Source: an optimization exercise on an open RTL-to-GDS flow (aim: small area). Production flows keep margins and buffers that such runs may drop. Function was checked by simulation only, so behaviour that the tests miss may differ from the original. Power is estimated from default activity; no workload was simulated.

==> flow/design.v <==
module gray_window_3x3 #(
  parameter int unsigned WIDTH  = 100,
  parameter int unsigned HEIGHT = 100
) (
  input  logic                      clk,
  input  logic                      rst_n,
  input  logic                      pix_valid,
  input  logic [7:0]                pix_in,
  input  logic                      sof,
  output logic                      win_valid,
  output logic [71:0]               win,
  output logic [$clog2(WIDTH)-1:0]  win_x,
  output logic [$clog2(HEIGHT)-1:0] win_y,
  output logic                      frame_done
);
  localparam int unsigned XW  = $clog2(WIDTH);
  localparam int unsigned YW  = $clog2(HEIGHT);
  localparam int unsigned LEN = 2 * WIDTH + 3;
  logic [XW-1:0] xm1_q;
  logic [YW-1:0] ym1_q;
  logic          acc_q;    
  logic x_last, y_last;
  assign x_last = xm1_q[6] & xm1_q[5] & xm1_q[1] & ~xm1_q[0];
  assign y_last = ym1_q[6] & ym1_q[5] & ym1_q[1] & ~ym1_q[0];
  logic x_neg, y_neg;
  assign x_neg = xm1_q[6] & xm1_q[5] & xm1_q[4];
  assign y_neg = ym1_q[6] & ym1_q[5] & ym1_q[4];
  logic restart_q;
  logic start;
  assign start = sof || restart_q;
  always_ff @(posedge clk or negedge rst_n) begin
    if (!rst_n) begin
      restart_q <= 1'b1;
      acc_q     <= 1'b0;
    end else begin
      acc_q <= pix_valid;
      if (pix_valid) restart_q <= 1'b0;
    end
  end
  always_ff @(posedge clk) begin
    if (pix_valid) begin
      xm1_q <= (start || x_last) ? '1 : xm1_q + XW'(1);
      if (start || (x_last && y_last)) ym1_q <= '1;
      else if (x_last)                 ym1_q <= ym1_q + YW'(1);
    end
  end
  logic [7:0] chain [LEN];
  always_ff @(posedge clk) begin
    if (pix_valid) begin
      chain[0] <= pix_in;
      for (int i = 1; i < LEN; i++) chain[i] <= chain[i-1];
    end
  end
  for (genvar r = 0; r < 3; r++) begin : g_row
    for (genvar c = 0; c < 3; c++) begin : g_col
      assign win[8*(3*r+c) +: 8] = chain[(2-r)*WIDTH + (2-c)];
    end
  end
  assign win_x      = xm1_q;
  assign win_y      = ym1_q;
  assign win_valid  = acc_q && !x_neg && (xm1_q != '0) && !y_neg && (ym1_q != '0);
  assign frame_done = acc_q && x_last && y_last;
endmodule
==> flow/flow/run.sh <==
#!/bin/bash
# Standard layout, with a lighter clock tree (no dummy loads, one buffer
# type, larger sink clusters) and the smallest buffer on each port.
set -euo pipefail
export CTS_ARGS="-sink_clustering_enable -repair_clock_nets -dont_use_dummy_load -buf_list sky130_fd_sc_hd__clkbuf_8 -sink_clustering_size 20 -sink_clustering_max_diameter 80"
export BUFFER_PORTS_ARGS="-buffer_cell sky130_fd_sc_hd__buf_1"
bash standard.sh > standard_flow.log 2>&1
==> flow/standard.sh <==
#!/bin/bash
# synth_recipe.tcl (not shown) runs the flow's synth.tcl, then flattens the netlist and writes it again
# the make line also repeats each setting of config.mk as NAME=value (left out here)
make -C /OpenROAD-flow-scripts/flow DESIGN_CONFIG=/design/flow/config.mk WORK_HOME=/design/flow/orfs CLKGATE_MAP_FILE= SYNTH_SCRIPT=/design/flow/synth_recipe.tcl "${@:-finish}"
==> flow/config.mk <==
export PLATFORM = sky130hd
export DESIGN_NAME = gray_window_3x3
export DESIGN_NICKNAME = gray_window_3x3
export VERILOG_FILES = /design/flow/design.v
export SDC_FILE = /design/flow/constraint.sdc
export NUM_CORES = 4
export LEC_CHECK = 0
export CAP_MARGIN = 20
export CORE_MARGIN = 2
export CORE_UTILIZATION = 75
export SLEW_MARGIN = 20
==> flow/constraint.sdc <==
create_clock -name core_clock -period 10.0 [get_ports {clk}]
set_input_delay 2.0000 -clock core_clock [delete_from_list [all_inputs] [get_ports {clk}]]
set_output_delay 2.0000 -clock core_clock [all_outputs]
set_load 0.01 [all_outputs]
==> impl_summary.txt, run 1 <==
----------------------------------------------------
[Run status]
  Result of the run ... stopped before the end
  Last step reached ... detailed placement (3_5_place_dp)
  Err ... [ERROR DPL-0033] detailed placement checks failed during check placement.

[Logic synthesis]
  Compound-gate portion of the synthesized area ... less than 1%
  Share of synthesized cell area in full adder, half adder and majority cells ... 0.101%
  XOR/XNOR Fraction of Synth Area ... 0.106%
  Yosys reg bits ... 1640
  Biggest area contributors in the synthesized netlist ... sky130_fd_sc_hd__edfxtp_1, sky130_fd_sc_hd__ha_1, sky130_fd_sc_hd__nand3_1
  Library cell with the highest instance count after synthesis ... sky130_fd_sc_hd__edfxtp_1
  Synthesized area per cell ... about 29 um^2
  Share of synthesized area occupied by flip-flops and latches ... between 90% and 100%
  Number of distinct library cell variants in the gate-level netlist after synthesis ... 22
  Synth warn ... 2
  Share of the synthesized area in the top cell type ... slightly below 100%
  Most numerous cell types in the synthesized netlist ... sky130_fd_sc_hd__edfxtp_1, sky130_fd_sc_hd__nand2_1, sky130_fd_sc_hd__nand3_1
  Flip-flop cell with the highest count after synthesis ... sky130_fd_sc_hd__edfxtp_1
  Post-synthesis instance total ... about 1700
  Number of enable flip-flop cells after synthesis ... about 1600
  Multiplexer area fraction after synthesis ... 0%
  Net count of the mapped netlist ... about 1700
  Main combinational cell family by area after synthesis ... simple AND/OR/NAND/NOR gates
  Syn Std Cell Area ... 0.0496 mm^2
  Cell type with the highest aggregate area in the netlist ... sky130_fd_sc_hd__edfxtp_1
  Post-synthesis share of cell area spent on and, or, nand and nor gates ... less than 1%
  Fraction of registers with async set or reset after synthesis ... less than 1%

[Placed design]
  Routability Congestion ... between 0.7 and 0.8
  Port Buffers ... 99
  Estimated wirelength of the detail-placed design ... between 20000 and 30000 um

[Floorplanning]
  Die span in x ... 261 um
  Die H ... about 260 um
  Number of primary I/O pins ... 100
  Placement Rows ... 94
  Initial Util ... about 76%

----------------------------------------------------
## worst max-delay path by stage
stage / start / end / slack (ps)
global placement: pix_valid / chain[173][1] / 5360
floorplan: xm1_q[0] / win_valid / 6570
## cell families after synthesis
logic type / Yosys count
buf+inv: 4
xor+xnor: 6
fa+ha+maj: 4
flops: 1640
simple gates: 37
compound gates: 7
## stage by stage
step | cell area, um^2 | cells | setup WS (ps) | power [mW]
global placement | 51300 | 2675 | 5360 | 8.41
floorplan | 49600 | 1698 | 6570 | 8.22
## power by group through the flow
stage / clock network [mW] / logic, mW / registers (mW)
2_1_floorplan: 0 / 0.00902 / 8.21
3_3_place_gp: 0 / 0.159 / 8.25
==> inputs of run 2 (changes only) <==
--- a/flow/config.mk
+++ b/flow/config.mk
@@ -7,5 +7,5 @@
 export LEC_CHECK = 0
 export CAP_MARGIN = 20
 export CORE_MARGIN = 2
-export CORE_UTILIZATION = 75
+export CORE_UTILIZATION = 70
 export SLEW_MARGIN = 20
==> impl_summary.txt, run 2 <==
----------------------------------------------------
[Pwr]
  Combinational cell fraction of total power ... about 1.5%
  Leakage ... between 15 and 20 nW
  Switching Fraction ... a little under a fifth
  Worst ir drop on vdd ... 0.000156 V
  Cell internal pwr ... ~8.8 mW
  Switching power of the nets ... around 2.0 mW
  Power density cells ... around 200 mW/mm^2
  Sequential cell fraction of total power ... between 70% and 80%
  Clock group share of total power ... between 20% and 30%

[Floorplanning]
  Initial Util ... around 71%
  Placement Rows ... 97
  Number of primary I/O pins ... 100
  Floorplan die area ... roughly 0.073 mm^2
  Std-Cell Core Area ... around 0.070 mm^2
  Die span in x ... roughly 270 um
  Die H ... about 270 um

[Final layout]
  Proportion of layout cells with a drive suffix above 1 ... around 5.7%
  Area grow syn2layout ... 6.02%
  Count of filler cells inserted in the layout ... 3755
  Top Registers ... chain x1624, xm1_q x7, ym1_q x7
  Non-filler instance count after layout ... about 2800
  Largest register by flop count ... chain
  Max FFs per register ... 1624
  Top library cells by usage in the layout, fill and taps aside ... sky130_fd_sc_hd__edfxtp_1, sky130_fd_sc_hd__buf_1, sky130_fd_sc_hd__clkbuf_8
  Leading cell type in the layout, fill and taps excluded ... sky130_fd_sc_hd__edfxtp_1
  Number of nets in the finished design ... around 1900

[CTS]
  Max Root-Sink Buffers ... 3
  Clock slew seen by the registers of the worst setup and hold paths ... 110 ps
  Inserted Clock Buffers ... 91
  Number of buffers inserted to repair setup after CTS ... 0
  Root buf cell ... sky130_fd_sc_hd__clkbuf_8
  Count of clock tree sinks ... between 1500 and 2000
  Count of hold buffers inserted by post-cts repair ... 0
  Number of H-tree branching levels ... 3
  Count of cells resized by post-cts repair ... 0
  TritonCTS clock tree ... yes
  Insertion delay to the later sink of the worst-skew pair ... 710 ps

[Logic synthesis]
  Net count of the mapped netlist ... between 1500 and 2000
  Biggest area contributors in the synthesized netlist ... sky130_fd_sc_hd__edfxtp_1, sky130_fd_sc_hd__ha_1, sky130_fd_sc_hd__nand3_1
  Synthesized area per cell ... approximately 29 um^2
  Flip-flop cell with the highest count after synthesis ... sky130_fd_sc_hd__edfxtp_1
  Most numerous cell types in the synthesized netlist ... sky130_fd_sc_hd__edfxtp_1, sky130_fd_sc_hd__nand2_1, sky130_fd_sc_hd__nand3_1
  Library cell with the highest instance count after synthesis ... sky130_fd_sc_hd__edfxtp_1
  Share of synthesized area occupied by flip-flops and latches ... between 90% and 100%
  Syn Std Cell Area ... about 0.050 mm^2
  Synth warn ... 2
  Cell type with the highest aggregate area in the netlist ... sky130_fd_sc_hd__edfxtp_1
  Share of the synthesized area in the top cell type ... a little under 100%
  Number of distinct library cell variants in the gate-level netlist after synthesis ... 22
  Fraction of registers with async set or reset after synthesis ... less than 1%
  Yosys reg bits ... 1640
  Number of enable flip-flop cells after synthesis ... about 1600
  Post-synthesis instance total ... 1698

[Route]
  DR WL/cell ... 17.6 um
  Iteration count of the initial detailed-routing pass ... 4
  Number of antenna-violating nets in the routed design ... 0
  Final routed wirelength across all metal layers ... ~50000 um
  Count of unresolved DRC violations after routing ... 0
  Detail-routed via count per cell ... 5.43
  Detailed router's first-iteration violation count ... approximately 1400
  Routed via count ... 15400

[Placed design]
  Worst slack, placed ... between 5000 and 6000 ps
  Routability Congestion ... roughly 0.71
  Estimated wirelength of the detail-placed design ... about 22000 um
  Port Buffers ... ~100
  Placed Cells ... roughly 2800

[GRT]
  Congestion Overflow GR ... 0
  Wire length of the first global-routing pass ... ~80000 um
  Initial antenna violation count ... 1
  Global routing usage summed across all routing layers ... between 10% and 20%
  Maximum number of pins on one net before global-route repair ... ~210
  Via count of the first global-routing pass ... approximately 15000

[STA]
  Final clock skew ... around 19 ps
  Max Fclk ... 225 MHz
  Total setup violations reported at the end of the flow ... 0
  Final setup slack of the worst path ... ~5600 ps
  Fin. max-slew vios ... 0
  Number of endpoints with negative hold slack in the final report ... 0
  Normalized max-slew margin ... 25.4%
  Summed negative setup slack over all endpoints ... 0 ps
  Unrepaired setup endpoints after global routing ... false
  Post-layout min period ... roughly 4400 ps
  Final worst-path cycle share ... about 44%
  Transition time at the pin with the least slew margin ... 1120 ps

[Worst setup path]
  Critical path required time ... roughly 8000 ps
  CP startpoint kind ... flop
  Worst setup path category ... flop to output port
  CP Data Arrival Time ... 2440 ps
  Crit Path Max Fanout ... 5
  CP Capture Type ... output port

[Run status]
  Result of the run ... complete, no violations

[Hold path]
  Path type of the worst min-delay path ... flop to flop

[Run]
  Max-Cap Viols ... 0

----------------------------------------------------
run 2: cell counts after synthesis:
No cell type changed its count.
run 2: final timing paths:
kind	to	depth (start not counted)	start	slack, ps
setup / recovery	win_valid	6	xm1_q[1]	5560
hold / removal	chain[45][7]	0	chain[44][7]	410
setup reg to reg	ym1_q[3]	3	xm1_q[0]	8240
hold reg to reg	chain[45][7]	0	chain[44][7]	410
max in group asynchronous	restart_q	1	rst_n	8720
min in group asynchronous	acc_q	1	rst_n	1070
run 2: layout make-up:
class | count | area, um^2 | share of cell area [%]
tap | 940 | 1180 | 2.24
clock buffer | 91 | 1250 | 2.38
timing repair buffer | 114 | 554 | 1.05
antenna | 1 | 2.50 | 0.00476
inverter | 4 | 15.0 | 0.0285
multi-input combinational | 54 | 353 | 0.671
sequential | 1640 | 49200 | 93.6
run 2: worst max-delay path, stage by stage, from the launching register on:
cell and delay (ps):
sky130_fd_sc_hd__edfxtp_1 470, sky130_fd_sc_hd__inv_1 110, sky130_fd_sc_hd__ha_1 150, sky130_fd_sc_hd__or4b_1 450, sky130_fd_sc_hd__o311ai_1 330, sky130_fd_sc_hd__a311oi_1 90
sky130_fd_sc_hd__buf_1 150
run 2: metal layers:
layer	up-vias	GRT usage, %	part of all wire [%]
li1	7202	-	-
met5	-	0	0
met4	0	4.52	2.6
met2	190	17.7	41
met1	7956	24.5	53
met3	99	3.06	3.6
run 2: power groups by stage:
stage	logic (mW)	registers, mW	clock network, mW
floorplan	0.00902	8.21	0
global placement	0.160	8.25	0
detailed placement	0.168	8.25	0
CTS	0.165	8.11	2.68
global route	0.181	8.14	2.88
finish	0.161	8.10	2.54
run 2: cells by family (layout without fill, tap and decap cells):
logic type                 count (synthesis)  count (layout)  synth area share, %
adders and majority gates                  4               4                0.101
buffers and inverters                      4             209               0.0303
and+or+nand+nor                           37              37                0.414
xor gates and xnor gates                   6               6                0.106
other                                      0               1                    0
AOI/OAI and AO/OA                          7               7               0.0908
DFF                                     1640            1640                 99.3
run 2: per-stage QoR:
| stage | instance area [um^2] | utilization [%] | total power, mW | hold slack (ps) |
|---|---|---|---|---|
| floorplan | 49600 | - | 8.22 | 400 |
| finish | 52600 | 75.0 | 10.8 | 413 |
| CTS | 52600 | 75.0 | 11.0 | 407 |
| global placement | 51300 | 73.2 | 8.41 | 400 |
| detailed placement | 51300 | 73.2 | 8.42 | 405 |
| global route | 52600 | 75.0 | 11.2 | 417 |
==> inputs of run 3 (changes only) <==
--- a/flow/design.v
+++ b/flow/design.v
@@ -48,9 +48,10 @@
   always_ff @(posedge clk) begin
     if (pix_valid) begin
       chain[0] <= pix_in;
-      for (int i = 1; i < LEN; i++) chain[i] <= chain[i-1];
+      for (int i = 1; i < LEN - 1; i++) chain[i] <= chain[i-1];
     end
   end
+  always_ff @(posedge clk) chain[LEN-1] <= chain[LEN-2];
   for (genvar r = 0; r < 3; r++) begin : g_row
     for (genvar c = 0; c < 3; c++) begin : g_col
       assign win[8*(3*r+c) +: 8] = chain[(2-r)*WIDTH + (2-c)];
==> impl_summary.txt, run 3 <==
----------------------------------------------------
[Hold path]
  Path type of the worst min-delay path ... flop to flop

[CTS]
  Inserted Clock Buffers ... about 90
  Count of hold buffers inserted by post-cts repair ... 0
  Insertion delay to the later sink of the worst-skew pair ... slightly above 700 ps
  Count of cells resized by post-cts repair ... 0
  Max Root-Sink Buffers ... 3
  Clock slew seen by the registers of the worst setup and hold paths ... around 110 ps
  Root buf cell ... sky130_fd_sc_hd__clkbuf_8
  TritonCTS clock tree ... yes
  Number of H-tree branching levels ... 3
  Number of buffers inserted to repair setup after CTS ... 0
  Count of clock tree sinks ... 1640

[Logic synthesis]
  Syn Std Cell Area ... 0.0495 mm^2
  Number of enable flip-flop cells after synthesis ... between 1500 and 2000
  Net count of the mapped netlist ... 1714
  Number of distinct library cell variants in the gate-level netlist after synthesis ... 23
  Yosys reg bits ... around 1600
  Most numerous cell types in the synthesized netlist ... sky130_fd_sc_hd__edfxtp_1, sky130_fd_sc_hd__nand2_1, sky130_fd_sc_hd__nand3_1
  Synth warn ... 2
  Library cell with the highest instance count after synthesis ... sky130_fd_sc_hd__edfxtp_1
  Fraction of registers with async set or reset after synthesis ... less than 1%
  Biggest area contributors in the synthesized netlist ... sky130_fd_sc_hd__edfxtp_1, sky130_fd_sc_hd__dfxtp_1, sky130_fd_sc_hd__ha_1
  Post-synthesis instance total ... 1698
  Share of synthesized area occupied by flip-flops and latches ... between 90 and 100%
  Share of the synthesized area in the top cell type ... ~100%
  Flip-flop cell with the highest count after synthesis ... sky130_fd_sc_hd__edfxtp_1
  Cell type with the highest aggregate area in the netlist ... sky130_fd_sc_hd__edfxtp_1
  Synthesized area per cell ... a little under 30 um^2

[Floorplanning]
  Number of primary I/O pins ... 100
  Placement Rows ... 97
  Floorplan die area ... around 0.073 mm^2
  Die H ... 270 um
  Std-Cell Core Area ... approximately 0.070 mm^2
  Die span in x ... about 270 um
  Initial Util ... between 70% and 80%

[STA]
  Final clock skew ... ~21 ps
  Summed negative setup slack over all endpoints ... 0 ps
  Worst hold margin ... about 380 ps
  Final worst-path cycle share ... 44.2%
  Number of endpoints with negative hold slack in the final report ... 0
  Fin. max-slew vios ... 0
  Unrepaired setup endpoints after global routing ... false
  Transition time at the pin with the least slew margin ... 1120 ps
  Post-layout min period ... about 4400 ps
  Total setup violations reported at the end of the flow ... 0
  Max Fclk ... 226 MHz
  Normalized max-slew margin ... about a quarter

[Final layout]
  Area grow syn2layout ... 6.04%
  Post-route cell area ... 0.0525 mm^2
  Number of nets in the finished design ... 1920
  Top Registers ... chain x1624, xm1_q x7, ym1_q x7
  Fin util ... between 70% and 80%
  Proportion of layout cells with a drive suffix above 1 ... approximately 5.7%
  Leading cell type in the layout, fill and taps excluded ... sky130_fd_sc_hd__edfxtp_1
  Largest register by flop count ... chain
  Max FFs per register ... roughly 1600
  Non-filler instance count after layout ... 2843
  Top library cells by usage in the layout, fill and taps aside ... sky130_fd_sc_hd__edfxtp_1, sky130_fd_sc_hd__buf_1, sky130_fd_sc_hd__clkbuf_8

[Run]
  Max-Cap Viols ... 0

[Placed design]
  Port Buffers ... approximately 100
  Post-Place Cell Area ... 0.0513 mm^2
  Routability Congestion ... between 0.7 and 0.8
  Placed Cells ... around 2800
  Estimated wirelength of the detail-placed design ... between 20000 and 25000 um

[Pwr]
  Worst ir drop on vdd ... approximately 0.00018 V
  Clock group share of total power ... 23.6%
  Combinational cell fraction of total power ... roughly 1.5%
  Cell internal pwr ... just under 9 mW
  Sequential cell fraction of total power ... 74.9%
  Switching Fraction ... a little under a fifth
  Power density cells ... 206 mW/mm^2
  Leakage ... ~17 nW
  Switching power of the nets ... 1.97 mW

[Route]
  Iteration count of the initial detailed-routing pass ... 5
  DR WL/cell ... 17.5 um
  Routed via count ... 15400
  Detail-routed via count per cell ... about 5.4
  Count of unresolved DRC violations after routing ... 0
  Final routed wirelength across all metal layers ... 49700 um
  Detailed router's first-iteration violation count ... roughly 1300
  Number of antenna-violating nets in the routed design ... 0

[Worst setup path]
  Worst path slowest cell ... sky130_fd_sc_hd__edfxtp_1
  CP Capture Type ... output port
  CP Data Arrival Time ... about 2400 ps
  Critical path cell sequence ... inv_1 -> ha_1 -> or4b_1 -> o311ai_1 -> a311oi_1 -> buf_1
  Critical path required time ... ~8000 ps
  Worst stage delay on the critical path ... between 400 and 500 ps
  CP startpoint kind ... flop
  Crit Path Max Fanout ... 6
  Worst setup path category ... flop to output port

[GRT]
  Wire length of the first global-routing pass ... approximately 80000 um
  Maximum number of pins on one net before global-route repair ... 220
  Initial antenna violation count ... 1
  Global routing usage summed across all routing layers ... 13.8%
  Congestion Overflow GR ... 0
  Via count of the first global-routing pass ... 14600

[Run status]
  Result of the run ... complete, no violations

----------------------------------------------------
run 3: cell types whose count changed in the layout (fill, tap and decap cells not counted):
cell | previous run | this run
sky130_fd_sc_hd__dfxtp_1 | 0 | 8
sky130_fd_sc_hd__buf_12 | 5 | 6
sky130_fd_sc_hd__edfxtp_1 | 1638 | 1630
sky130_fd_sc_hd__buf_4 | 9 | 7
run 3: cell type report:
| type | instances | area (um^2) |
|---|---|---|
| sequential | 1640 | 49200 |
| clock buffer | 91 | 1250 |
| tap | 940 | 1180 |
| inverter | 4 | 15.0 |
| timing repair buffer | 113 | 559 |
| multi-input combinational | 54 | 353 |
| antenna | 1 | 2.50 |
| fill | 3687 | 17500 |
run 3: cells by family (layout without fill, tap and decap cells):
| family | count (synthesis) | after routing | share of synthesized area (%) |
|---|---|---|---|
| and+or+nand+nor | 37 | 37 | 0.414 |
| xor gates and xnor gates | 6 | 6 | 0.106 |
| other | 0 | 1 | 0 |
| DFF | 1640 | 1640 | 99.3 |
| adders and majority gates | 4 | 4 | 0.101 |
| AOI/OAI and AO/OA | 7 | 7 | 0.0910 |
| buffers and inverters | 4 | 208 | 0.0303 |
run 3: final timing paths:
kind	slack, ps	cells past startpoint	end	startpoint
max in group asynchronous	8710	1	restart_q	rst_n
min in group asynchronous	1080	1	acc_q	rst_n
hold / removal	380	0	chain[202][1]	chain[201][1]
setup / recovery	5580	6	win_valid	xm1_q[0]
setup reg to reg	8240	3	ym1_q[6]	xm1_q[0]
hold reg to reg	380	0	chain[202][1]	chain[201][1]
run 3: stage by stage:
stage | setup WS, ps | total power, mW
2_1_floorplan | 6570 | 8.21
3_3_place_gp | 5270 | 8.40
3_5_place_dp | 5190 | 8.41
4_1_cts | 5510 | 11.0
5_1_grt | 5430 | 11.2
6_report | 5580 | 10.8
run 3: power groups by stage:
stage / Clock [mW] / Sequential (mW) / Combinational (mW)
after CTS: 2.69 / 8.10 / 0.163
final: 2.55 / 8.09 / 0.160
after detailed placement: 0 / 8.24 / 0.166
after global routing: 2.90 / 8.14 / 0.179
after global placement: 0 / 8.24 / 0.158
after floorplan: 0 / 8.21 / 0.00902
run 3: metal layers:
layer,track usage [%],share of wire [%],wire [um]
met5,0,0,0
met4,4.90,2.6,1320
met3,2.58,3.3,1640
met2,17.6,41,20600
met1,24.3,53,26200
run 3: worst max-delay path, delay by kind of cell, from the launching register on:
family / cells / cell delay (ps)
flip-flops: 1 / 490
AND/OR/NAND/NOR: 1 / 420
AO/OA/AOI/OAI: 2 / 410
buffers and inverters: 2 / 260
adder cells (fa/ha/maj): 1 / 140
==> inputs of run 4 (changes only) <==
--- a/flow/design.v
+++ b/flow/design.v
@@ -48,10 +48,9 @@
   always_ff @(posedge clk) begin
     if (pix_valid) begin
       chain[0] <= pix_in;
-      for (int i = 1; i < LEN - 1; i++) chain[i] <= chain[i-1];
+      for (int i = 1; i < LEN; i++) chain[i] <= chain[i-1];
     end
   end
-  always_ff @(posedge clk) chain[LEN-1] <= chain[LEN-2];
   for (genvar r = 0; r < 3; r++) begin : g_row
     for (genvar c = 0; c < 3; c++) begin : g_col
       assign win[8*(3*r+c) +: 8] = chain[(2-r)*WIDTH + (2-c)];
==> flow/flow/run.sh (replaced) <==
#!/bin/bash
# Standard layout, with a lighter clock tree (no dummy loads, one buffer
# type, larger sink clusters) and the smallest buffer on each port.
set -euo pipefail
export CTS_ARGS="-sink_clustering_enable -repair_clock_nets -dont_use_dummy_load -buf_list sky130_fd_sc_hd__clkbuf_8 -sink_clustering_size 22 -sink_clustering_max_diameter 80"
export BUFFER_PORTS_ARGS="-buffer_cell sky130_fd_sc_hd__buf_1"
bash standard.sh > standard_flow.log 2>&1
--- a/flow/config.mk
+++ b/flow/config.mk
@@ -7,5 +7,5 @@
 export LEC_CHECK = 0
 export CAP_MARGIN = 20
 export CORE_MARGIN = 2
-export CORE_UTILIZATION = 70
+export CORE_UTILIZATION = 75
 export SLEW_MARGIN = 20
==> impl_summary.txt, run 4 <==
----------------------------------------------------
[Logic synthesis]
  Synth warn ... 2
  Flip-flop cell with the highest count after synthesis ... sky130_fd_sc_hd__edfxtp_1
  Fraction of registers with async set or reset after synthesis ... 0.122%
  Cell type with the highest aggregate area in the netlist ... sky130_fd_sc_hd__edfxtp_1
  Syn Std Cell Area ... 0.0496 mm^2
  Library cell with the highest instance count after synthesis ... sky130_fd_sc_hd__edfxtp_1
  Yosys reg bits ... ~1600
  Biggest area contributors in the synthesized netlist ... sky130_fd_sc_hd__edfxtp_1, sky130_fd_sc_hd__ha_1, sky130_fd_sc_hd__nand3_1
  Share of synthesized area occupied by flip-flops and latches ... 99.3%
  Share of the synthesized area in the top cell type ... between 90% and 100%
  Post-synthesis instance total ... ~1700
  Most numerous cell types in the synthesized netlist ... sky130_fd_sc_hd__edfxtp_1, sky130_fd_sc_hd__nand2_1, sky130_fd_sc_hd__nand3_1
  Net count of the mapped netlist ... roughly 1700
  Number of distinct library cell variants in the gate-level netlist after synthesis ... 22
  Number of enable flip-flop cells after synthesis ... 1638
  Synthesized area per cell ... between 20 and 30 um^2

[Run status]
  Err ... [ERROR DPL-0033] detailed placement checks failed during check placement.
  Result of the run ... stopped before the end
  Last step reached ... detailed placement (3_5_place_dp)

[Floorplanning]
  Initial Util ... ~76%
  Number of primary I/O pins ... 100
  Placement Rows ... 94
  Die span in x ... between 200 and 300 um
  Die H ... ~260 um

[Placed design]
  Estimated wirelength of the detail-placed design ... 25200 um
  Port Buffers ... 99
  Routability Congestion ... between 0.7 and 0.8

----------------------------------------------------
==> run 4: changes by cell type after synthesis <==
cell | previous run | this run
sky130_fd_sc_hd__dfxtp_1 | 8 | 0
sky130_fd_sc_hd__edfxtp_1 | 1630 | 1638
==> run 4: cell families after synthesis <==
| family | after synthesis | synth area share [%] |
|---|---|---|
| flip-flops | 1640 | 99.3 |
| adder cells (fa/ha/maj) | 4 | 0.101 |
| AND/OR/NAND/NOR | 37 | 0.414 |
| XOR/XNOR | 6 | 0.106 |
| AO/OA/AOI/OAI | 7 | 0.0908 |
| buffers and inverters | 4 | 0.0303 |
==> run 4: stage by stage <==
stage	cell area (um^2)	std cells	power, mW	worst slack, ps	hold slack (ps)
after floorplan	49600	1698	8.22	6570	400
after global placement	51300	2675	8.41	5360	401
==> run 4: how the worst max path moves through the flow <==
stage,end,slack (ps),cells past startpoint
2_1_floorplan,win_valid,6570,5
3_3_place_gp,chain[173][1],5360,3
==> run 4: power groups by stage <==
stage                   sequential [mW]  combinational, mW  clock, mW
after floorplan                    8.21            0.00902          0
after global placement             8.25              0.159          0
==> inputs of run 5 (changes only) <==
--- a/flow/config.mk
+++ b/flow/config.mk
@@ -7,5 +7,5 @@
 export LEC_CHECK = 0
 export CAP_MARGIN = 20
 export CORE_MARGIN = 2
-export CORE_UTILIZATION = 75
+export CORE_UTILIZATION = 70
 export SLEW_MARGIN = 20
==> impl_summary.txt, run 5 <==
----------------------------------------------------
[Final layout]
  Fin util ... between 70% and 80%
  Proportion of layout cells with a drive suffix above 1 ... ~5.4%
  Top library cells by usage in the layout, fill and taps aside ... sky130_fd_sc_hd__edfxtp_1, sky130_fd_sc_hd__buf_1, sky130_fd_sc_hd__clkbuf_8
  Non-filler instance count after layout ... 2837
  Number of nets in the finished design ... ~1900
  Leading cell type in the layout, fill and taps excluded ... sky130_fd_sc_hd__edfxtp_1
  Post-route cell area ... about 0.052 mm^2
  Largest register by flop count ... chain
  Area grow syn2layout ... 5.82%
  Top Registers ... chain x1624, xm1_q x7, ym1_q x7
  Max FFs per register ... between 1500 and 2000

[CTS]
  Number of buffers inserted to repair setup after CTS ... 0
  Count of cells resized by post-cts repair ... 0
  Insertion delay to the later sink of the worst-skew pair ... 680 ps
  TritonCTS clock tree ... yes
  Number of H-tree branching levels ... 3
  Inserted Clock Buffers ... 84
  Clock slew seen by the registers of the worst setup and hold paths ... roughly 120 ps
  Count of clock tree sinks ... roughly 1600
  Max Root-Sink Buffers ... 3
  Count of hold buffers inserted by post-cts repair ... 0
  Root buf cell ... sky130_fd_sc_hd__clkbuf_8

[Worst setup path]
  Buffering stage count on the worst path with inverters included ... 2
  Endpoint of the worst setup timing path ... win_valid
  Worst setup path category ... flop to output port
  Kind of cell adding the most delay to the critical path ... flip-flops
  Worst stage delay on the critical path ... between 400 and 500 ps
  Worst path slowest cell ... sky130_fd_sc_hd__edfxtp_1
  Crit Path Max Fanout ... 5
  Timing startpoint of the critical path ... xm1_q[1]
  Worst R2R Setup Slack ... roughly 8300 ps
  Number of cell instances on the worst register-to-register path ... 3
  CP Capture Type ... output port
  Worst R2R Start ... xm1_q[0]
  Critical path cell sequence ... inv_1 -> ha_1 -> or4b_1 -> o311ai_1 -> a311oi_1 -> buf_1
  Critical path required time ... 8000 ps
  CP Data Arrival Time ... about 2400 ps
  WP depth ... 6
  CP startpoint kind ... flop
  Worst r2r dst ... ym1_q[5]

[STA]
  Summed negative setup slack over all endpoints ... 0 ps
  Max Fclk ... 226 MHz
  Total setup violations reported at the end of the flow ... 0
  Number of endpoints with negative hold slack in the final report ... 0
  Transition time at the pin with the least slew margin ... approximately 1100 ps
  Fin. max-slew vios ... 0
  Final worst-path cycle share ... roughly 44%
  Unrepaired setup endpoints after global routing ... false
  Normalized max-slew margin ... a little under 30%
  Final clock skew ... between 30 and 40 ps
  Post-layout min period ... roughly 4400 ps

[GRT]
  Global-route met2 utilization ... about 18%
  GR Util met1 ... between 20% and 30%
  Global routing usage summed across all routing layers ... 13.9%
  Most heavily used metal layer in global routing ... met1
  Maximum number of pins on one net before global-route repair ... about 210
  Wire length of the first global-routing pass ... around 80000 um
  Congestion Overflow GR ... 0
  Fraction of met3 tracks used by global routing ... around 2.8%
  Initial antenna violation count ... 1
  Via count of the first global-routing pass ... approximately 15000

[Placed design]
  Port Buffers ... 99
  Estimated wirelength of the detail-placed design ... ~22000 um
  Placed Cells ... roughly 2800
  Routability Congestion ... 0.715
  Post-Place Cell Area ... about 0.051 mm^2

[Logic synthesis]
  Yosys reg bits ... roughly 1600
  Share of the synthesized area in the top cell type ... 99.2%
  Post-synthesis instance total ... ~1700
  Synthesized area per cell ... a little under 30 um^2
  Flip-flop cell with the highest count after synthesis ... sky130_fd_sc_hd__edfxtp_1
  Cell type with the highest aggregate area in the netlist ... sky130_fd_sc_hd__edfxtp_1
  Fraction of registers with async set or reset after synthesis ... less than 1%
  Synth warn ... 2
  Share of synthesized area occupied by flip-flops and latches ... 99.3%
  Syn Std Cell Area ... a little under 0.05 mm^2
  Most numerous cell types in the synthesized netlist ... sky130_fd_sc_hd__edfxtp_1, sky130_fd_sc_hd__nand2_1, sky130_fd_sc_hd__nand3_1
  Library cell with the highest instance count after synthesis ... sky130_fd_sc_hd__edfxtp_1
  Number of enable flip-flop cells after synthesis ... ~1600
  Number of distinct library cell variants in the gate-level netlist after synthesis ... 22
  Biggest area contributors in the synthesized netlist ... sky130_fd_sc_hd__edfxtp_1, sky130_fd_sc_hd__ha_1, sky130_fd_sc_hd__nand3_1
  Net count of the mapped netlist ... 1714

[Floorplanning]
  Floorplan die area ... roughly 0.073 mm^2
  Std-Cell Core Area ... 0.0701 mm^2
  Initial Util ... a little over two thirds
  Die H ... between 200 and 300 um
  Placement Rows ... 97
  Die span in x ... about 270 um
  Number of primary I/O pins ... 100

[Pwr]
  Power density cells ... between 200 and 250 mW/mm^2
  Worst ir drop on vdd ... 0.000149 V
  Leakage ... roughly 17 nW

[Route]
  DR WL/cell ... 17.7 um
  Detail-routed via count per cell ... between 5 and 6
  Routed via count ... about 15000
  Final routed wirelength across all metal layers ... between 50000 and 60000 um
  Number of antenna-violating nets in the routed design ... 0
  Iteration count of the initial detailed-routing pass ... 4
  Detailed router's first-iteration violation count ... roughly 1400
  Count of unresolved DRC violations after routing ... 0

[Hold path]
  Path type of the worst min-delay path ... flop to flop

[Run]
  Max-Cap Viols ... 0

[Run status]
  Result of the run ... complete, no violations

----------------------------------------------------
-- run 5: cell counts after synthesis --
Identical to the previous run, type by type.
-- run 5: per-layer routing --
layer / up-vias / wire [um] / share of wire [%]
met5: - / 0 / 0
met2: 189 / 20600 / 41
li1: 7184 / - / -
met4: 0 / 1320 / 2.6
met3: 90 / 1530 / 3.0
met1: 8003 / 26600 / 53
-- run 5: how the worst min path moves through the flow --
stage,startpoint,endpoint,slack [ps],depth (start not counted)
2_1_floorplan,chain[99][0],chain[100][0],400,0
3_3_place_gp,chain[5][0],chain[6][0],400,0
3_5_place_dp,chain[99][0],chain[100][0],400,0
4_1_cts,chain[21][4],chain[22][4],380,0
5_1_grt,chain[11][5],chain[12][5],400,0
6_report,chain[21][4],chain[22][4],380,0
-- run 5: cell families (layout without fill, tap and decap cells) --
group | count (synthesis) | after routing | share of synthesized area [%]
fa+ha+maj | 4 | 4 | 0.101
xor+xnor | 6 | 6 | 0.106
simple gates | 37 | 37 | 0.414
buf+inv | 4 | 202 | 0.0303
other cells | 0 | 1 | 0
compound gates | 7 | 7 | 0.0908
flops | 1640 | 1640 | 99.3
-- run 5: worst register-to-register path, cell delays in order (launching register included) --
cell                       delay (ps)
sky130_fd_sc_hd__edfxtp_1         480
sky130_fd_sc_hd__and4b_1          350
sky130_fd_sc_hd__nor3_2           100
sky130_fd_sc_hd__nor2b_1          460
-- run 5: power breakdown --
group	switching, mW	internal (mW)	total (mW)
Sequential	0.108	7.99	8.10
Clock	1.71	0.765	2.47
Combinational	0.142	0.0197	0.162
-- run 5: stage by stage --
stage	setup WS (ps)	hold WS [ps]	power [mW]
floorplan	6570	400	8.22
global placement	5400	400	8.41
detailed placement	5250	405	8.42
CTS	5480	383	10.9
global route	5400	396	11.1
finish	5570	380	10.7
-- run 5: area by class of cell --
cell class	instances	area (um^2)
diodes	1	2.50
clock buffers	84	1160
fillers	3756	17700
inverters	4	15.0
multi-input cells	54	353
flip-flops and latches	1640	49200
well taps	940	1180
repair buffers	114	554
==> inputs of run 6 (changes only) <==
--- a/flow/design.v
+++ b/flow/design.v
@@ -37,20 +37,21 @@
       if (pix_valid) restart_q <= 1'b0;
     end
   end
+  logic x_step, y_step;
+  assign x_step = pix_valid;
+  assign y_step = pix_valid && x_last;
   always_ff @(posedge clk) begin
-    if (pix_valid) begin
-      xm1_q <= (start || x_last) ? '1 : xm1_q + XW'(1);
-      if (start || (x_last && y_last)) ym1_q <= '1;
-      else if (x_last)                 ym1_q <= ym1_q + YW'(1);
-    end
+    xm1_q <= (pix_valid && (start || x_last))            ? '1 : xm1_q + XW'(x_step);
+    ym1_q <= (pix_valid && (start || (x_last && y_last))) ? '1 : ym1_q + YW'(y_step);
   end
   logic [7:0] chain [LEN];
   always_ff @(posedge clk) begin
     if (pix_valid) begin
       chain[0] <= pix_in;
-      for (int i = 1; i < LEN; i++) chain[i] <= chain[i-1];
+      for (int i = 1; i < LEN - 1; i++) chain[i] <= chain[i-1];
     end
   end
+  always_ff @(posedge clk) chain[LEN-1] <= chain[LEN-2];
   for (genvar r = 0; r < 3; r++) begin : g_row
     for (genvar c = 0; c < 3; c++) begin : g_col
       assign win[8*(3*r+c) +: 8] = chain[(2-r)*WIDTH + (2-c)];
==> flow/flow/run.sh (replaced) <==
#!/bin/bash
# Standard layout, with a lighter clock tree (no dummy loads, one buffer
# type, larger sink clusters) and the smallest buffer on each port.
set -euo pipefail
export CTS_ARGS="-sink_clustering_enable -repair_clock_nets -dont_use_dummy_load -buf_list {sky130_fd_sc_hd__clkbuf_4 sky130_fd_sc_hd__clkbuf_8} -sink_clustering_size 20 -sink_clustering_max_diameter 80"
export BUFFER_PORTS_ARGS="-buffer_cell sky130_fd_sc_hd__buf_1"
bash standard.sh > standard_flow.log 2>&1
==> impl_summary.txt, run 6 <==
----------------------------------------------------
[Worst setup path]
  Worst R2R Setup Slack ... 8020 ps
  Worst R2R Start ... xm1_q[5]
  Worst setup path category ... input port to flop
  Worst r2r dst ... ym1_q[6]
  CP Capture Type ... flop
  Crit Path Max Fanout ... 196
  Critical path required time ... 10320 ps
  CP startpoint kind ... input port
  CP Data Arrival Time ... between 4000 and 5000 ps
  Number of cell instances on the worst register-to-register path ... 7

[Floorplanning]
  Die span in x ... about 270 um
  Initial Util ... between 70% and 80%
  Die H ... roughly 270 um
  Std-Cell Core Area ... around 0.070 mm^2
  Number of primary I/O pins ... 100
  Placement Rows ... 97
  Floorplan die area ... about 0.073 mm^2

[CTS]
  Count of clock tree sinks ... between 1500 and 2000
  TritonCTS clock tree ... yes
  Root buf cell ... sky130_fd_sc_hd__clkbuf_8
  Number of H-tree branching levels ... 3
  Count of hold buffers inserted by post-cts repair ... 0
  Inserted Clock Buffers ... 91
  Insertion delay to the later sink of the worst-skew pair ... between 600 and 700 ps
  Max Root-Sink Buffers ... 3
  Count of cells resized by post-cts repair ... 0
  Number of buffers inserted to repair setup after CTS ... 0
  Clock slew seen by the registers of the worst setup and hold paths ... roughly 110 ps

[STA]
  Fin. max-slew vios ... 0
  Unrepaired setup endpoints after global routing ... false
  Final worst-path cycle share ... between 40 and 50%
  Total setup violations reported at the end of the flow ... 0
  Post-layout min period ... about 4400 ps
  Transition time at the pin with the least slew margin ... roughly 1100 ps
  Max Fclk ... ~230 MHz
  Number of endpoints with negative hold slack in the final report ... 0
  Summed negative setup slack over all endpoints ... 0 ps
  Final clock skew ... 21.9 ps
  Normalized max-slew margin ... between 20% and 30%

[Route]
  Final routed wirelength across all metal layers ... ~50000 um
  DR WL/cell ... 17.5 um
  Routed via count ... about 15000
  Detail-routed via count per cell ... approximately 5.4
  Detailed router's first-iteration violation count ... 1382
  Number of antenna-violating nets in the routed design ... 0
  Iteration count of the initial detailed-routing pass ... 6
  Count of unresolved DRC violations after routing ... 0

[GRT]
  Maximum number of pins on one net before global-route repair ... ~230
  Initial antenna violation count ... 2
  Congestion Overflow GR ... 0
  Global routing usage summed across all routing layers ... between 10% and 20%
  Via count of the first global-routing pass ... ~15000
  Wire length of the first global-routing pass ... 79100 um

[Final layout]
  Post-route cell area ... around 0.052 mm^2
  Number of nets in the finished design ... between 1500 and 2000
  Top Registers ... chain x1624, xm1_q x7, ym1_q x7
  Top library cells by usage in the layout, fill and taps aside ... sky130_fd_sc_hd__edfxtp_1, sky130_fd_sc_hd__buf_1, sky130_fd_sc_hd__clkbuf_8
  Leading cell type in the layout, fill and taps excluded ... sky130_fd_sc_hd__edfxtp_1
  Largest register by flop count ... chain
  Area grow syn2layout ... 6.08%
  Proportion of layout cells with a drive suffix above 1 ... 5.89%
  Max FFs per register ... approximately 1600

[Placed design]
  Port Buffers ... 99
  Routability Congestion ... roughly 0.73
  Post-Place Cell Area ... 0.0511 mm^2
  Estimated wirelength of the detail-placed design ... between 20000 and 25000 um

[Logic synthesis]
  Fraction of registers with async set or reset after synthesis ... 0.122%
  Cell type with the highest aggregate area in the netlist ... sky130_fd_sc_hd__edfxtp_1
  Synth warn ... 2
  Number of enable flip-flop cells after synthesis ... between 1500 and 2000
  Post-synthesis instance total ... about 1700
  Biggest area contributors in the synthesized netlist ... sky130_fd_sc_hd__edfxtp_1, sky130_fd_sc_hd__dfxtp_1, sky130_fd_sc_hd__nand3_1
  Library cell with the highest instance count after synthesis ... sky130_fd_sc_hd__edfxtp_1
  Share of synthesized area occupied by flip-flops and latches ... slightly below 100%
  Syn Std Cell Area ... around 0.05 mm^2
  Net count of the mapped netlist ... approximately 1700
  Flip-flop cell with the highest count after synthesis ... sky130_fd_sc_hd__edfxtp_1
  Most numerous cell types in the synthesized netlist ... sky130_fd_sc_hd__edfxtp_1, sky130_fd_sc_hd__dfxtp_1, sky130_fd_sc_hd__nand3_1
  Number of distinct library cell variants in the gate-level netlist after synthesis ... 22
  Synthesized area per cell ... slightly below 30 um^2
  Share of the synthesized area in the top cell type ... 98.2%
  Yosys reg bits ... roughly 1600

[Hold path]
  Count of cells along the worst hold path ... 0
  Hold Startpoint ... chain[201][1]
  Worst hold path endpoint ... chain[202][1]
  Path type of the worst min-delay path ... flop to flop

[Run status]
  Result of the run ... complete, no violations

[Pwr]
  Final total power ... about 11 mW
  Power density cells ... around 210 mW/mm^2
  Worst ir drop on vdd ... about 0.00016 V
  Leakage ... approximately 17 nW

[Run]
  Max-Cap Viols ... 0

----------------------------------------------------
==> run 6: changes by cell type in the layout (fill, tap and decap cells not counted), moves of 4 or more <==
cell                       change
sky130_fd_sc_hd__clkbuf_8      +7
sky130_fd_sc_hd__inv_1         -4
sky130_fd_sc_hd__dfxtp_1      +22
sky130_fd_sc_hd__edfxtp_1     -22
==> run 6: how the worst max path moves through the flow <==
stage | startpoint | to | slack [ps] | cells past startpoint
final | pix_valid | chain[171][1] | 5580 | 4
after CTS | pix_valid | chain[170][2] | 5710 | 4
after detailed placement | pix_valid | chain[170][5] | 4840 | 4
after global placement | pix_valid | chain[164][2] | 4990 | 4
after floorplan | ym1_q[4] | win_valid | 6860 | 3
after global routing | pix_valid | chain[176][2] | 5420 | 4
==> run 6: routing by layer <==
metal | track usage [%] | routed length, um
met1 | 24.5 | 26500
met2 | 17.6 | 20600
met3 | 2.82 | 1480
met4 | 4.24 | 1270
met5 | 0 | 0
==> run 6: cell type report <==
class | instances | area, um^2
clock buffer | 91 | 1250
antenna | 1 | 2.50
multi-input combinational | 56 | 378
sequential | 1640 | 49000
fill | 3713 | 17500
timing repair buffer | 114 | 574
tap | 940 | 1180
==> run 6: kinds of logic (layout without fill, tap and decap cells) <==
kind of cell / Yosys count / after routing / synth area share (%)
buffers and inverters: 0 / 205 / 0
AND/OR/NAND/NOR: 39 / 39 / 0.458
flip-flops: 1640 / 1640 / 99.2
other: 0 / 1 / 0
XOR/XNOR: 6 / 6 / 0.106
adder cells (fa/ha/maj): 4 / 4 / 0.101
AO/OA/AOI/OAI: 7 / 7 / 0.0988
==> run 6: power breakdown <==
group	total (mW)	internal [mW]	leakage (nW)	switching (mW)
Sequential	8.13	7.99	16.0	0.136
Clock	2.55	0.825	0.654	1.73
Combinational	0.243	0.0555	0.370	0.187
==> run 6: worst max-delay path, stage by stage <==
cell,delay (ps)
sky130_fd_sc_hd__clkbuf_4,680
sky130_fd_sc_hd__buf_12,750
sky130_fd_sc_hd__buf_12,430
sky130_fd_sc_hd__buf_16,510
==> run 6: through the flow <==
stage	instances	hold slack (ps)	setup slack [ps]	utilization (%)
after floorplan	1696	400	6860	-
after global placement	2749	349	4990	73.1
after detailed placement	2749	361	4840	73.1
after CTS	2840	380	5710	74.9
after global routing	2842	391	5420	75.0
final	2842	375	5580	75.0
==> inputs of run 7 (changes only) <==
==> flow/flow/run.sh (replaced) <==
#!/bin/bash
# Standard layout, with a lighter clock tree (no dummy loads, one buffer
# type, larger sink clusters) and the smallest buffer on each port.
set -euo pipefail
export CTS_ARGS="-sink_clustering_enable -repair_clock_nets -dont_use_dummy_load -buf_list sky130_fd_sc_hd__clkbuf_8 -sink_clustering_size 20 -sink_clustering_max_diameter 80"
export BUFFER_PORTS_ARGS="-buffer_cell sky130_fd_sc_hd__buf_1"
bash standard.sh > standard_flow.log 2>&1
--- a/flow/config.mk
+++ b/flow/config.mk
@@ -7,5 +7,5 @@
 export LEC_CHECK = 0
 export CAP_MARGIN = 20
 export CORE_MARGIN = 2
-export CORE_UTILIZATION = 70
+export CORE_UTILIZATION = 65
 export SLEW_MARGIN = 20
==> impl_summary.txt, run 7 <==
----------------------------------------------------
[Run status]
  Result of the run ... complete, no violations

[Pwr]
  Cell internal pwr ... roughly 8.9 mW
  Power density cells ... ~210 mW/mm^2
  Leakage ... about 17 nW
  Combinational cell fraction of total power ... 2.2%
  Sequential cell fraction of total power ... roughly three quarters
  Switching power of the nets ... approximately 2.1 mW
  Switching Fraction ... a little under a fifth
  Clock group share of total power ... between 20% and 30%
  Worst ir drop on vdd ... 0.000133 V

[CTS]
  Number of H-tree branching levels ... 3
  Insertion delay to the later sink of the worst-skew pair ... just over 700 ps
  Count of hold buffers inserted by post-cts repair ... 0
  TritonCTS clock tree ... yes
  Clock slew seen by the registers of the worst setup and hold paths ... 120 ps
  Max Root-Sink Buffers ... 3
  Count of cells resized by post-cts repair ... 0
  Root buf cell ... sky130_fd_sc_hd__clkbuf_8
  Count of clock tree sinks ... 1640
  Number of buffers inserted to repair setup after CTS ... 0
  Inserted Clock Buffers ... 91

[Final layout]
  Area grow syn2layout ... 6.13%
  Top library cells by usage in the layout, fill and taps aside ... sky130_fd_sc_hd__edfxtp_1, sky130_fd_sc_hd__buf_1, sky130_fd_sc_hd__clkbuf_8
  Proportion of layout cells with a drive suffix above 1 ... 5.79%
  Largest register by flop count ... chain
  Post-route cell area ... 0.0524 mm^2
  Fin util ... a little over two thirds
  Count of filler cells inserted in the layout ... 4413
  Number of nets in the finished design ... 1917
  Max FFs per register ... about 1600
  Leading cell type in the layout, fill and taps excluded ... sky130_fd_sc_hd__edfxtp_1
  Top Registers ... chain x1624, xm1_q x7, ym1_q x7

[Route]
  Number of antenna-violating nets in the routed design ... 0
  Detailed router's first-iteration violation count ... 1541
  Final routed wirelength across all metal layers ... 51100 um
  Iteration count of the initial detailed-routing pass ... 4
  DR WL/cell ... between 15 and 20 um
  Count of unresolved DRC violations after routing ... 0
  Routed via count ... roughly 15000
  Detail-routed via count per cell ... roughly 5.3

[Logic synthesis]
  Number of enable flip-flop cells after synthesis ... between 1500 and 2000
  Library cell with the highest instance count after synthesis ... sky130_fd_sc_hd__edfxtp_1
  Post-synthesis instance total ... approximately 1700
  Synthesized area per cell ... ~29 um^2
  Fraction of registers with async set or reset after synthesis ... less than 1%
  Share of synthesized area occupied by flip-flops and latches ... between 90% and 100%
  Net count of the mapped netlist ... ~1700
  Synth warn ... 2
  Syn Std Cell Area ... about 0.049 mm^2
  Share of the synthesized area in the top cell type ... a little over nine tenths
  Flip-flop cell with the highest count after synthesis ... sky130_fd_sc_hd__edfxtp_1
  Biggest area contributors in the synthesized netlist ... sky130_fd_sc_hd__edfxtp_1, sky130_fd_sc_hd__dfxtp_1, sky130_fd_sc_hd__nand3_1
  Most numerous cell types in the synthesized netlist ... sky130_fd_sc_hd__edfxtp_1, sky130_fd_sc_hd__dfxtp_1, sky130_fd_sc_hd__nand3_1
  Number of distinct library cell variants in the gate-level netlist after synthesis ... 22
  Yosys reg bits ... 1640
  Cell type with the highest aggregate area in the netlist ... sky130_fd_sc_hd__edfxtp_1

[Worst setup path]
  Worst stage delay on the critical path ... roughly 570 ps
  Worst setup path category ... flop to output port
  Buffering stage count on the worst path with inverters included ... 1
  Kind of cell adding the most delay to the critical path ... simple AND/OR/NAND/NOR gates
  Critical path cell sequence ... or4_1 -> nor4_2 -> nor3_1 -> buf_1
  CP Capture Type ... output port
  Crit Path Max Fanout ... 6
  CP Data Arrival Time ... 2050 ps
  CP startpoint kind ... flop
  Critical path required time ... roughly 8000 ps
  Worst path slowest cell ... sky130_fd_sc_hd__or4_1

[GRT]
  Initial antenna violation count ... 3
  Congestion Overflow GR ... 0
  Wire length of the first global-routing pass ... ~80000 um
  Via count of the first global-routing pass ... 14600
  Global routing usage summed across all routing layers ... around an eighth
  Maximum number of pins on one net before global-route repair ... between 200 and 250

[STA]
  Normalized max-slew margin ... roughly a quarter
  Final setup slack of the worst path ... 5950 ps
  Total setup violations reported at the end of the flow ... 0
  Max Fclk ... 247 MHz
  Number of endpoints with negative hold slack in the final report ... 0
  Worst hold margin ... 383 ps
  Final worst-path cycle share ... approximately two fifths
  Final clock skew ... 22.9 ps
  Transition time at the pin with the least slew margin ... 1130 ps
  Fin. max-slew vios ... 0
  Post-layout min period ... 4050 ps
  Unrepaired setup endpoints after global routing ... false
  Summed negative setup slack over all endpoints ... 0 ps

[Placed design]
  Port Buffers ... between 90 and 100
  Worst slack, placed ... about 5600 ps
  Estimated wirelength of the detail-placed design ... approximately 22000 um
  Routability Congestion ... approximately 0.70
  Post-Place Cell Area ... about 0.051 mm^2

[Floorplanning]
  Number of primary I/O pins ... 100
  Floorplan die area ... ~0.078 mm^2
  Placement Rows ... a little over 100
  Die H ... between 200 and 300 um
  Die span in x ... between 200 and 300 um
  Initial Util ... about 65%
  Std-Cell Core Area ... between 0.07 and 0.08 mm^2

[Run]
  Max-Cap Viols ... 0

[Hold path]
  Path type of the worst min-delay path ... flop to flop

----------------------------------------------------
==> run 7: cells by family (layout without fill, tap and decap cells) <==
| family | count (synthesis) | after routing | synth area share [%] |
|---|---|---|---|
| DFF | 1640 | 1640 | 99.2 |
| and+or+nand+nor | 39 | 39 | 0.458 |
| other | 0 | 2 | 0 |
| AOI/OAI and AO/OA | 7 | 7 | 0.0988 |
| adders and majority gates | 4 | 4 | 0.101 |
| xor gates and xnor gates | 6 | 6 | 0.106 |
| buffers and inverters | 0 | 203 | 0 |
==> run 7: layer usage <==
metal | routed length (um) | global-route usage [%]
met2 | 20900 | 16.5
met3 | 1940 | 2.87
met4 | 1460 | 4.31
met1 | 26800 | 23.0
met5 | 0 | 0
==> run 7: power by group through the flow <==
stage	clock network [mW]	logic, mW	registers [mW]
floorplan	0	0.0552	8.25
global placement	0	0.236	8.28
detailed placement	0	0.248	8.28
CTS	2.72	0.246	8.14
global route	2.93	0.270	8.18
finish	2.58	0.243	8.13
==> run 7: final cells by class <==
class                   count  area (um^2)  area share [%]
diodes                      2         5.00         0.00955
clock buffers              91         1250            2.39
multi-input cells          56          378           0.721
flip-flops and latches   1640        49000            93.5
well taps                 978         1220            2.33
repair buffers            112          548            1.05
==> run 7: stage by stage <==
stage / power [mW] / cells
6_report: 11.0 / 2879
5_1_grt: 11.4 / 2878
4_1_cts: 11.1 / 2877
3_5_place_dp: 8.53 / 2786
3_3_place_gp: 8.51 / 2786
2_1_floorplan: 8.30 / 1696
==> run 7: worst paths after layout <==
check,from,end,slack (ps),depth (start not counted)
worst max-delay path,xm1_q[4],win_valid,5950,4
worst min-delay path,chain[201][5],chain[202][5],380,0
worst max register to register,xm1_q[5],ym1_q[6],8020,7
worst min register to register,chain[201][5],chain[202][5],380,0
max in group asynchronous,rst_n,restart_q,8740,1
min in group asynchronous,rst_n,acc_q,1050,1
==> run 7: worst register-to-register path: stages, from the launching register on <==
cell,delay (ps)
sky130_fd_sc_hd__dfxtp_1,450
sky130_fd_sc_hd__and4b_1,340
sky130_fd_sc_hd__and2_1,160
sky130_fd_sc_hd__ha_1,160
sky130_fd_sc_hd__ha_1,200
sky130_fd_sc_hd__nand3_1,150
sky130_fd_sc_hd__or3_1,380
sky130_fd_sc_hd__nand3_1,80
==> inputs of run 8 (changes only) <==
--- a/flow/config.mk
+++ b/flow/config.mk
@@ -7,5 +7,6 @@
 export LEC_CHECK = 0
 export CAP_MARGIN = 20
 export CORE_MARGIN = 2
-export CORE_UTILIZATION = 65
+export CORE_UTILIZATION = 70
+export GPL_TIMING_DRIVEN = 0
 export SLEW_MARGIN = 20
==> impl_summary.txt, run 8 <==
----------------------------------------------------
[Run status]
  Result of the run ... complete, no violations

[STA]
  Transition time at the pin with the least slew margin ... between 600 and 700 ps
  Summed negative setup slack over all endpoints ... 0 ps
  Final worst-path cycle share ... a little under half
  Unrepaired setup endpoints after global routing ... false
  Post-layout min period ... between 4000 and 5000 ps
  Total setup violations reported at the end of the flow ... 0
  Final clock skew ... 30.5 ps
  Number of endpoints with negative hold slack in the final report ... 0
  Fin. max-slew vios ... 0
  Max Fclk ... around 220 MHz
  Normalized max-slew margin ... between 50% and 60%

[Route]
  Number of antenna-violating nets in the routed design ... 0
  DR WL/cell ... around 17 um
  Count of unresolved DRC violations after routing ... 0
  Final routed wirelength across all metal layers ... roughly 50000 um
  Iteration count of the initial detailed-routing pass ... 4
  Detail-routed via count per cell ... about 5.4
  Routed via count ... around 16000
  Detailed router's first-iteration violation count ... 1261

[Final layout]
  Non-filler instance count after layout ... ~2900
  Proportion of layout cells with a drive suffix above 1 ... roughly 7.6%
  Post-route cell area ... about 0.053 mm^2
  Area grow syn2layout ... 7.84%
  Largest register by flop count ... chain
  Top library cells by usage in the layout, fill and taps aside ... sky130_fd_sc_hd__edfxtp_1, sky130_fd_sc_hd__buf_1, sky130_fd_sc_hd__clkbuf_8
  Number of nets in the finished design ... 1954
  Fin util ... between 70% and 80%
  Leading cell type in the layout, fill and taps excluded ... sky130_fd_sc_hd__edfxtp_1
  Top Registers ... chain x1624, xm1_q x7, ym1_q x7
  Max FFs per register ... ~1600

[GRT]
  Maximum number of pins on one net before global-route repair ... between 40 and 50
  Global routing usage summed across all routing layers ... 14.1%
  Initial antenna violation count ... 1
  Congestion Overflow GR ... 0
  Via count of the first global-routing pass ... between 15000 and 20000
  Wire length of the first global-routing pass ... ~82000 um

[Logic synthesis]
  Number of distinct library cell variants in the gate-level netlist after synthesis ... 22
  Share of the synthesized area in the top cell type ... 98.2%
  Synth warn ... 2
  Library cell with the highest instance count after synthesis ... sky130_fd_sc_hd__edfxtp_1
  Synthesized area per cell ... approximately 29 um^2
  Post-synthesis instance total ... around 1700
  Fraction of registers with async set or reset after synthesis ... less than 1%
  Net count of the mapped netlist ... 1712
  Most numerous cell types in the synthesized netlist ... sky130_fd_sc_hd__edfxtp_1, sky130_fd_sc_hd__dfxtp_1, sky130_fd_sc_hd__nand3_1
  Yosys reg bits ... approximately 1600
  Share of synthesized area occupied by flip-flops and latches ... about 100%
  Biggest area contributors in the synthesized netlist ... sky130_fd_sc_hd__edfxtp_1, sky130_fd_sc_hd__dfxtp_1, sky130_fd_sc_hd__nand3_1
  Number of enable flip-flop cells after synthesis ... about 1600
  Cell type with the highest aggregate area in the netlist ... sky130_fd_sc_hd__edfxtp_1
  Syn Std Cell Area ... just under 0.05 mm^2
  Flip-flop cell with the highest count after synthesis ... sky130_fd_sc_hd__edfxtp_1

[Floorplanning]
  Placement Rows ... 97
  Number of primary I/O pins ... 100
  Die H ... between 200 and 300 um
  Std-Cell Core Area ... approximately 0.07 mm^2
  Floorplan die area ... 0.0727 mm^2
  Initial Util ... 70.7%
  Die span in x ... ~270 um

[CTS]
  Clock slew seen by the registers of the worst setup and hold paths ... 110 ps
  Count of hold buffers inserted by post-cts repair ... 0
  Max Root-Sink Buffers ... 3
  Inserted Clock Buffers ... 91
  TritonCTS clock tree ... yes
  Number of H-tree branching levels ... 3
  Root buf cell ... sky130_fd_sc_hd__clkbuf_8
  Insertion delay to the later sink of the worst-skew pair ... approximately 700 ps
  Count of clock tree sinks ... approximately 1600
  Number of buffers inserted to repair setup after CTS ... 0
  Count of cells resized by post-cts repair ... 0

[Pwr]
  Leakage ... approximately 17 nW
  Power density cells ... ~210 mW/mm^2
  Worst ir drop on vdd ... ~0.00016 V

[Worst setup path]
  CP startpoint kind ... input port
  Most numerous cell on the critical path ... sky130_fd_sc_hd__buf_12
  Worst setup path category ... input port to flop
  Kind of cell adding the most delay to the critical path ... buffers and inverters
  Critical path required time ... between 10000 and 15000 ps
  Buffering stage count on the worst path with inverters included ... 8
  Worst R2R Setup Slack ... around 8000 ps
  Critical path cell sequence ... buf_2 -> buf_12 -> buf_16 -> buf_12 -> buf_12 -> buf_12 -> buf_16 -> buf_12 -> and2_1 -> ha_1 -> ha_1 -> nand3_1 -> or3_1 -> nand3_1
  Worst path slowest cell ... sky130_fd_sc_hd__buf_2
  Worst stage delay on the critical path ... around 500 ps
  CP Capture Type ... flop
  Crit Path Max Fanout ... 33
  CP Data Arrival Time ... between 5000 and 6000 ps

[Placed design]
  Post-Place Cell Area ... 0.0520 mm^2
  Port Buffers ... 99
  Estimated wirelength of the detail-placed design ... ~25000 um
  Placed Cells ... roughly 2800
  Routability Congestion ... around 0.7

[Hold path]
  Path type of the worst min-delay path ... flop to flop

[Run]
  Max-Cap Viols ... 0

----------------------------------------------------
run 8: cell counts after synthesis:
Identical to the previous run, type by type.
run 8: kinds of logic (layout without fill, tap and decap cells):
logic type	Yosys count	count (layout)	synth area share, %
and+or+nand+nor	39	39	0.458
AOI/OAI and AO/OA	7	7	0.0988
xor gates and xnor gates	6	6	0.106
buffers and inverters	0	240	0
DFF	1640	1640	99.2
other	0	1	0
adders and majority gates	4	4	0.101
run 8: path summary, 6_finish.rpt:
path / startpoint / end / cells past startpoint
worst max-delay path: pix_valid / ym1_q[6] / 14
worst min-delay path: chain[201][6] / chain[202][6] / 0
worst max register to register: xm1_q[5] / ym1_q[6] / 7
worst min register to register: chain[201][6] / chain[202][6] / 0
max in group asynchronous: rst_n / restart_q / 1
min in group asynchronous: rst_n / acc_q / 1
run 8: where the power goes:
part	internal, mW	total [mW]	switching (mW)
clock	0.825	2.55	1.72
sequential	7.99	8.12	0.135
combinational	0.0908	0.284	0.193
run 8: worst register-to-register path: stages, from the launching register on:
cell and delay, ps:
sky130_fd_sc_hd__dfxtp_1 450, sky130_fd_sc_hd__and4b_1 320, sky130_fd_sc_hd__and2_1 160, sky130_fd_sc_hd__ha_1 160, sky130_fd_sc_hd__ha_1 180, sky130_fd_sc_hd__nand3_1 140, sky130_fd_sc_hd__or3_1 380, sky130_fd_sc_hd__nand3_1 80
run 8: final cells by class:
class,instances,area [um^2]
clock buffer,91,1250
fill,3551,16600
multi-input combinational,56,378
sequential,1640,49000
tap,940,1180
timing repair buffer,149,1440
antenna,1,2.50
run 8: per-stage QoR:
step	worst slack, ps	hold WS, ps	power [mW]
after CTS	5480	389	11.1
final	5430	384	11.0
after detailed placement	4650	364	8.57
after global routing	5270	393	11.4
after floorplan	6860	400	8.30
after global placement	-55610	355	9.26
run 8: per-layer routing:
layer  track usage [%]  vias up  part of all wire, %  routed length [um]
met5                 0        -                    0                   0
met4              4.44        0                  2.5                1270
met3              2.72       88                  2.9                1470
met2              18.6      165                   42               21200
met1              24.5     8016                   52               26400
li1                  -     7255                    -                   -
==> inputs of run 9 (changes only) <==
--- a/flow/config.mk
+++ b/flow/config.mk
@@ -8,5 +8,4 @@
 export CAP_MARGIN = 20
 export CORE_MARGIN = 2
 export CORE_UTILIZATION = 70
-export GPL_TIMING_DRIVEN = 0
 export SLEW_MARGIN = 20
==> impl_summary.txt, run 9 <==
----------------------------------------------------
[Logic synthesis]
  Number of distinct library cell variants in the gate-level netlist after synthesis ... 22
  Most numerous cell types in the synthesized netlist ... sky130_fd_sc_hd__edfxtp_1, sky130_fd_sc_hd__dfxtp_1, sky130_fd_sc_hd__nand3_1
  Share of synthesized area occupied by flip-flops and latches ... 99.2%
  Cell type with the highest aggregate area in the netlist ... sky130_fd_sc_hd__edfxtp_1
  Net count of the mapped netlist ... around 1700
  Library cell with the highest instance count after synthesis ... sky130_fd_sc_hd__edfxtp_1
  Syn Std Cell Area ... between 0.04 and 0.05 mm^2
  Synth warn ... 2
  Biggest area contributors in the synthesized netlist ... sky130_fd_sc_hd__edfxtp_1, sky130_fd_sc_hd__dfxtp_1, sky130_fd_sc_hd__nand3_1
  Post-synthesis instance total ... approximately 1700
  Flip-flop cell with the highest count after synthesis ... sky130_fd_sc_hd__edfxtp_1
  Number of enable flip-flop cells after synthesis ... 1616
  Share of the synthesized area in the top cell type ... 98.2%

[STA]
  Number of endpoints with negative hold slack in the final report ... 0
  Final worst-path cycle share ... between 40% and 50%
  Final clock skew ... roughly 22 ps
  Unrepaired setup endpoints after global routing ... false
  Summed negative setup slack over all endpoints ... 0 ps
  Max Fclk ... between 200 and 250 MHz
  Fin. max-slew vios ... 0
  Normalized max-slew margin ... between 20 and 30%
  Transition time at the pin with the least slew margin ... 1050 ps
  Total setup violations reported at the end of the flow ... 0

[Worst setup path]
  CP Capture Type ... flop
  CP startpoint kind ... input port
  Crit Path Max Fanout ... roughly 200
  Worst R2R Start ... xm1_q[5]
  Critical path required time ... about 10000 ps
  Timing startpoint of the critical path ... pix_valid
  Worst setup path category ... input port to flop

[Floorplanning]
  Number of primary I/O pins ... 100
  Std-Cell Core Area ... about 0.07 mm^2
  Floorplan die area ... between 0.07 and 0.08 mm^2
  Initial Util ... 70.7%
  Die H ... 270 um

[CTS]
  Clock slew seen by the registers of the worst setup and hold paths ... roughly 110 ps
  Number of H-tree branching levels ... 3
  Count of clock tree sinks ... roughly 1600
  Count of hold buffers inserted by post-cts repair ... 0
  Number of buffers inserted to repair setup after CTS ... 0
  Insertion delay to the later sink of the worst-skew pair ... 690 ps
  Inserted Clock Buffers ... 91
  TritonCTS clock tree ... yes

[Final layout]
  Top Registers ... chain x1624, xm1_q x7, ym1_q x7
  Max FFs per register ... between 1500 and 2000
  Post-route cell area ... 0.0524 mm^2
  Number of nets in the finished design ... about 1900
  Area grow syn2layout ... 6.08%
  Top library cells by usage in the layout, fill and taps aside ... sky130_fd_sc_hd__edfxtp_1, sky130_fd_sc_hd__buf_1, sky130_fd_sc_hd__clkbuf_8
  Proportion of layout cells with a drive suffix above 1 ... around 5.9%
  Non-filler instance count after layout ... 2842

[Hold path]
  Hold Startpoint ... chain[201][1]
  Path type of the worst min-delay path ... flop to flop

[Run status]
  Result of the run ... complete, no violations

[GRT]
  Congestion Overflow GR ... 0
  Maximum number of pins on one net before global-route repair ... about 230
  Wire length of the first global-routing pass ... 79100 um
  Via count of the first global-routing pass ... between 10000 and 15000

[Route]
  DR WL/cell ... roughly 18 um
  Count of unresolved DRC violations after routing ... 0
  Routed via count ... between 15000 and 20000
  Final routed wirelength across all metal layers ... 49800 um
  Detail-routed via count per cell ... 5.42
  Iteration count of the initial detailed-routing pass ... 6

[Pwr]
  Leakage ... between 15 and 20 nW
  Worst ir drop on vdd ... 0.000160 V
  Power density cells ... between 200 and 250 mW/mm^2

[Placed design]
  Port Buffers ... 99
  Placed Cells ... roughly 2700
  Routability Congestion ... approximately 0.73

[Run]
  Max-Cap Viols ... 0

----------------------------------------------------
[run 9: changes by cell type in the layout (fill, tap and decap cells not counted)]
cell                       change
sky130_fd_sc_hd__buf_12       -36
sky130_fd_sc_hd__clkbuf_4      +1
sky130_fd_sc_hd__buf_16        -8
sky130_fd_sc_hd__buf_6         +1
sky130_fd_sc_hd__buf_4         +8
sky130_fd_sc_hd__buf_2         -1
[run 9: per-stage QoR]
stage	utilization [%]	hold slack [ps]	power (mW)
after floorplan	-	400	8.30
after global placement	73.1	349	8.51
after detailed placement	73.1	361	8.53
after CTS	74.9	380	11.1
after global routing	75.0	391	11.3
final	75.0	375	10.9
[run 9: power breakdown]
group / leakage (nW) / switching, mW / internal [mW] / total (mW)
logic: 0.370 / 0.187 / 0.0555 / 0.243
registers: 16.0 / 0.136 / 7.99 / 8.13
clock network: 0.654 / 1.73 / 0.825 / 2.55
total: 17.0 / 2.05 / 8.87 / 10.9
[run 9: cell families (layout without fill, tap and decap cells)]
family,Yosys count,after routing,share of synthesized area [%]
AO/OA/AOI/OAI,7,7,0.0988
XOR/XNOR,6,6,0.106
adder cells (fa/ha/maj),4,4,0.101
buffers and inverters,0,205,0
flip-flops,1640,1640,99.2
other,0,1,0
AND/OR/NAND/NOR,39,39,0.458
[run 9: worst paths after layout]
| kind | endpoint | depth (start not counted) |
|---|---|---|
| max in group asynchronous | restart_q | 1 |
| worst max-delay path | chain[171][1] | 4 |
| worst min-delay path | chain[202][1] | 0 |
| worst max register to register | ym1_q[6] | 7 |
| worst min register to register | chain[202][1] | 0 |
| min in group asynchronous | acc_q | 1 |
[run 9: area by class of cell]
cell class / count / area (um^2)
repair buffers: 114 / 574
well taps: 940 / 1180
fillers: 3713 / 17500
multi-input cells: 56 / 378
clock buffers: 91 / 1250
diodes: 1 / 2.50
flip-flops and latches: 1640 / 49000
[run 9: layer usage]
layer	wire [um]	track usage (%)	share of wire, %	vias to the layer above
met5	0	0	0	-
met4	1270	4.24	2.5	0
met3	1480	2.82	3.0	91
met2	20600	17.6	41	180
met1	26500	24.5	53	7952
li1	-	-	-	7173
[run 9: critical path, cell delays in order]
cell and delay (ps):
sky130_fd_sc_hd__clkbuf_4 680, sky130_fd_sc_hd__buf_12 750, sky130_fd_sc_hd__buf_12 430, sky130_fd_sc_hd__buf_16 510

Setup slack of run 9, layout unchanged: 5.575 ns with ideal ports, 5.608 ns with driving cells assumed (clock clkbuf_16, inputs buf_2), 4.869 ns with port delays also shifted by the 0.740 ns mid clock arrival.
